Background: an optimization exercise with open tools, aiming at small area, a short achievable clock period and few clock cycles per item. Do not read the settings as production practice. Function was checked by simulation only, so behaviour that the tests miss may differ from the original.

==> job 5473: inputs <==
Design alu_exec_unit, start of the top module:
module alu_exec_unit
#(
    parameter int XLEN  = 32,
    parameter int M_EXT = 1
) (
    input  logic            clk,
    input  logic            rst,
    input  logic            flush,
    input  logic            in_valid,
    output logic            in_ready,
    input  logic [1:0]      alu_op,
    input  logic [2:0]      funct3,
    input  logic [6:0]      funct7,
    input  logic [XLEN-1:0] op_a,
    input  logic [XLEN-1:0] op_b,
    output logic            out_valid,
    input  logic            out_ready,
    output logic [XLEN-1:0] result,
    output logic            result_zero
);
    generate
        if (XLEN != 32) begin : g_bad_xlen
            $error("alu_exec_unit: only XLEN = 32 is supported");
        end
    endgenerate
    localparam int c_BASE  = 0;    
    localparam int c_ABSA  = 1;    
    localparam int c_ABSB  = 2;    
    localparam int c_LZC   = 3;    
    localparam int c_SHIFT = 4;    
    localparam int c_DITER = 5;    
    localparam int c_MITER = 6;    
    localparam int c_RES   = 7;    
    localparam int c_CORR  = 8;    
    localparam int c_FIN   = 9;    
  ...
==> flow/config.mk <==
export PLATFORM = sky130hd
export DESIGN_NAME = alu_exec_unit
export DESIGN_NICKNAME = alu_exec_unit
export VERILOG_FILES = /design/flow/design.v
export SDC_FILE = /design/flow/constraint.sdc
export NUM_CORES = 4
export LEC_CHECK = 0
export ABC_CLOCK_PERIOD_IN_PS = 3000
export CAP_MARGIN = 20
export CORE_MARGIN = 2
export CORE_UTILIZATION = 45
export SETUP_SLACK_MARGIN = 4.6
export SLEW_MARGIN = 20
==> flow/constraint.sdc <==
create_clock -name core_clock -period 9.0 [get_ports {clk}]
set_input_delay 1.8000 -clock core_clock [delete_from_list [all_inputs] [get_ports {clk}]]
set_output_delay 1.8000 -clock core_clock [all_outputs]
set_load 0.01 [all_outputs]
run.sh (not shown) runs the stock make flow with config.mk's settings and CLKGATE_MAP_FILE= SYNTH_SCRIPT=/design/flow/synth_recipe.tcl, a recipe that flattens the netlist after the stock synthesis.
==> job 210 (differences from job 5473) <==
--- a/flow/design.v
+++ b/flow/design.v
@@ -138,11 +138,12 @@
     logic             r_sub;       
     logic             r_mfire;     
     logic             r_rsum, r_rxor, r_ror, r_rand, r_rsh, r_rslt, r_rsltu;
     logic             r_sll, r_sra;
     logic [4:0]       r_cnt;
-    logic             r_cy;
+    logic [7:0]       r_ls;        
+    logic [7:0]       r_lc;
     logic [31:0]      r_a;
     logic [31:0]      r_b;
     logic [32:0]      r_s;
     logic [32:0]      r_c;
     logic             r_rv;        
@@ -183,11 +184,11 @@
     wire a_selc = r_actl[5];
     wire a_inva = r_actl[4];
     wire a_za   = r_actl[3];
     wire a_invb = r_actl[2];
     wire a_zb   = r_actl[1];
-    wire a_ci   = r_actl[0];
+    wire a_ci   = r_actl[0] || (r_st[c_RES] && w_low[8]);
     wire [31:0] w_xa  = ((a_sels ? r_s[31:0] : r_a) ^ {32{a_inva}}) & {32{!a_za}};
     wire [31:0] w_xb  = ((a_selc ? r_c[31:0] : r_b) ^ {32{a_invb}}) & {32{!a_zb}};
     wire [32:0] w_sum = {1'b0, w_xa} + {1'b0, w_xb} + {32'd0, a_ci};
     function automatic logic [31:0] rev32(input logic [31:0] x);
         rev32 = {x[0], x[1], x[2], x[3], x[4], x[5], x[6], x[7],
@@ -234,18 +235,18 @@
             y   = (({34{one}} & w_m1) | ({34{two}} & w_m2)) ^ {34{b1}};
             w_pp[j] = {{1'b0, !y[33], y[32]} + 3'd1, y[31:0]};
         end
     end
     wire [40:0] w_r0 = {6'd0, w_pp[0]};
-    wire [40:0] w_r1 = {4'd0, w_pp[1], 1'b0, r_cy};
+    wire [8:0]  w_low = {1'b0, r_ls} + {1'b0, r_lc};
+    wire [40:0] w_r1 = {4'd0, w_pp[1], 1'b0, w_low[8]};
     wire [40:0] w_r2 = {2'd0, w_pp[2], 4'd0};
     wire [40:0] w_r3 = {w_pp[3], 6'd0};
     wire [81:0] w_l1a = csa41({8'd0, r_s}, {8'd0, r_c}, w_r0);
     wire [81:0] w_l1b = csa41(w_r1, w_r2, w_r3);
     wire [81:0] w_l2  = csa41(w_l1a[40:0], w_l1a[81:41], w_l1b[40:0]);
     wire [81:0] w_l3  = csa41(w_l2[40:0], w_l2[81:41], w_l1b[81:41]);
-    wire [8:0]  w_low = {1'b0, w_l3[7:0]} + {1'b0, w_l3[48:41]};
     logic [31:0] w_nb;
     always_comb begin
         for (int j = 0; j < 16; j++) begin
             w_nb[2*j]   = op_b[2*j+1];
             w_nb[2*j+1] = 1'b0;
@@ -284,22 +285,21 @@
     wire       w_bz    = (r_b == 32'd0);
     wire       w_altb  = !w_sum[32];       
     wire [5:0] w_lzd   = w_clz_b - w_clz_a;
     wire w_pop    = r_rv && out_ready;
     wire w_can    = !r_rv || out_ready;
-    wire w_x_fin  = r_st[c_BASE] || r_st[c_FIN] || r_st[c_CORR] || (r_st[c_RES] && !r_corr) ||
-                    r_mfire;
+    wire w_x_fin  = r_st[c_BASE] || r_st[c_FIN] || r_st[c_CORR] || (r_st[c_RES] && !r_corr);
     wire w_x_fire = r_xv && w_x_fin && w_can;
     wire w_rdy    = !rst && (!r_xv || (w_x_fin && w_can));
     wire w_load   = in_valid && w_rdy;
     wire w_step   = r_xv && !w_x_fin;
     logic             n_xv;
     logic [c_NST-1:0] n_st;
     logic             n_div, n_quot, n_mul0, n_negb, n_fneg, n_sub, n_ms, n_corr, n_pb;
     logic             n_rsum, n_rxor, n_ror, n_rand, n_rsh, n_rslt, n_rsltu, n_sll, n_sra;
     logic [4:0]       n_cnt;
-    logic             n_cy;
+    logic [7:0]       n_ls, n_lc;
     logic [31:0]      n_a, n_b;
     logic [32:0]      n_s, n_c;
     logic             n_rv;
     logic [31:0]      n_res;
     always_comb begin
@@ -321,21 +321,23 @@
         n_rslt  = r_rslt;
         n_rsltu = r_rsltu;
         n_sll   = r_sll;
         n_sra   = r_sra;
         n_cnt   = r_cnt;
-        n_cy    = r_cy;
+        n_ls    = r_ls;
+        n_lc    = r_lc;
         n_a     = r_a;
         n_b     = r_b;
         n_s     = r_s;
         n_c     = r_c;
         if (w_load) begin
             n_a     = op_a;
             n_b     = op_b;
             n_s     = {1'b1, w_nb};
             n_c     = 33'd0;
-            n_cy    = 1'b0;
+            n_ls    = 8'd0;
+            n_lc    = 8'd0;
             n_pb    = 1'b0;
             n_cnt   = 5'd3;
             n_ms    = w_in_nega;
             n_corr  = w_in_m && !w_in_div && w_op[1] && op_b[31];
             n_div   = w_in_div;
@@ -392,11 +394,12 @@
                 else               n_st[c_DITER] = 1'b1;
             end
             if (r_st[c_MITER]) begin
                 n_s   = w_l3[40:8];
                 n_c   = w_l3[81:49];
-                n_cy  = w_low[8];
+                n_ls  = w_l3[7:0];
+                n_lc  = w_l3[48:41];
                 n_pb  = r_b[7];
                 n_b   = {w_low[7:0], r_b[31:8]};
                 n_cnt = r_cnt - 5'd1;
                 if (r_cnt != 5'd0) n_st[c_MITER] = 1'b1;
                 else if (r_mul0)   n_st[c_FIN]   = 1'b1;
@@ -441,22 +444,23 @@
         r_sub   <= n_sub;
         r_ms    <= n_ms;
         r_corr  <= n_corr;
         r_pb    <= n_pb;
         r_rsum  <= n_rsum;
-        r_mfire <= n_st[c_MITER] && n_mul0 && (n_cnt == 5'd0);
+        r_mfire <= n_st[c_FIN] && n_mul0;
         r_rxor  <= n_rxor;
         r_ror   <= n_ror;
         r_rand  <= n_rand;
         r_rsh   <= n_rsh;
         r_rslt  <= n_rslt;
         r_rsltu <= n_rsltu;
         r_sll   <= n_sll;
         r_sra   <= n_sra;
         r_cnt   <= n_cnt;
-        r_actl  <= adder_ctl(n_st, n_quot, n_div, n_fneg, n_sub, n_cy);
-        r_cy    <= n_cy;
+        r_actl  <= adder_ctl(n_st, n_quot, n_div, n_fneg, n_sub, 1'b0);
+        r_ls    <= n_ls;
+        r_lc    <= n_lc;
         r_a     <= n_a;
         r_b     <= n_b;
         r_s     <= n_s;
         r_c     <= n_c;
         r_res   <= n_res;
CORE_UTILIZATION = 30   (was 45)
SETUP_SLACK_MARGIN = 4.5   (was 4.6)
==> job 9375 (differences from job 5473) <==
CORE_UTILIZATION = 30   (was 45)
SETUP_SLACK_MARGIN = 4.0   (was 4.6)
==> run notes <==
| item | job 5473 | job 210 | job 9375 |
|---|---|---|---|
| Status | complete, no violations | complete, no violations | complete, no violations |
| Register fraction of the total cell area | 0.1684 | 0.1757 | 0.1763 |
| Vias per inst | 7.115 | 6.378 | 6.386 |
| Avg Cell Area, Syn | 7.706 um^2 | 7.796 um^2 | 7.706 um^2 |
| First-pass GRT wire length | 205.4 mm | 206.4 mm | 198.5 mm |
| Terminating pin of the worst hold path | r_s[3] | r_div | r_actl[4] |
| Routed length per placed instance | 34.19 um | 30.13 um | 30.34 um |
| First-iteration detailed-routing DRC count | 5325 | 4763 | 4861 |
| Count of buffering cells on the critical path with inverters included | 6 | 1 | 1 |
| Worst-Skew Late Latency | 0.61 ns | 0.63 ns | 0.60 ns |
| Clock network share of area | 0.02930 | 0.02982 | 0.03246 |
| Slowest stage cell on the critical path | sky130_fd_sc_hd__fa_1 | sky130_fd_sc_hd__a2111oi_0 | sky130_fd_sc_hd__a221oi_2 |
| Worst Path Required | 9.45 ns | 9.36 ns | 9.35 ns |
| Via count of the first global-routing pass | 27780 | 27740 | 26560 |
| Post-CTS setup buffer count | 40 | 9 | 7 |
| Area of the core | 59240 um^2 | 93190 um^2 | 89740 um^2 |
| Clk_skew | 0.03301 ns | 0.04157 ns | 0.02093 ns |
| Depth of the critical timing path with buffers and inverters included | 20 | 10 | 14 |
| Maximum number of pins on one net before global-route repair | 108 | 98 | 116 |
| Fraction of the mapped netlist area in compound gates | 0.3022 | 0.3133 | 0.3022 |
| Cell area after placement | 28740 um^2 | 30330 um^2 | 29120 um^2 |
Testbench counts of job 5473, summed over its fixed seeds: cycles 24,816, items 9,600.
Testbench counts of job 210, summed over its fixed seeds: cycles 25,256, items 9,600.
Testbench counts of job 9375, summed over its fixed seeds: cycles 24,816, items 9,600.

## what the ideal ports hide
In the flow no input, the clock included, has a driving cell. The finished layouts below were timed again as built, in two steps.
Step 1 (the two cells are an assumption about what drives the block):
set clk [get_ports {clk}]
set_driving_cell -lib_cell sky130_fd_sc_hd__clkbuf_16 $clk
set_driving_cell -lib_cell sky130_fd_sc_hd__buf_2 [delete_from_list [all_inputs] $clk]
Step 2 adds t to the input delays and takes it off the output delays; t is the mean of the earliest and latest rising clock arrival at the registers after step 1. Input paths then give back, and output paths get back, about the clock's delay inside the block.
Slacks: ideal ports / drivers / drivers and shift; pairs: ideal ports / drivers.
| run | t (ns) | setup slack, ns | worst register clock-pin slew, ns | cell pins on the clock port's net |
|---|---|---|---|---|
| job 5473 | 0.647 | 4.520 / 4.520 / 4.062 | 0.07 / 0.07 | 1 |
| job 210 | 0.671 | 4.336 / 4.336 / 3.969 | 0.08 / 0.08 | 1 |
| job 9375 | 0.655 | 4.008 / 4.008 / 3.511 | 0.07 / 0.07 | 1 |
After both steps setup and hold are still met in every run listed. For job 9375, which loses most, drivers alone change the setup slack by 0.000 ns; drivers and shift together by -0.497 ns.
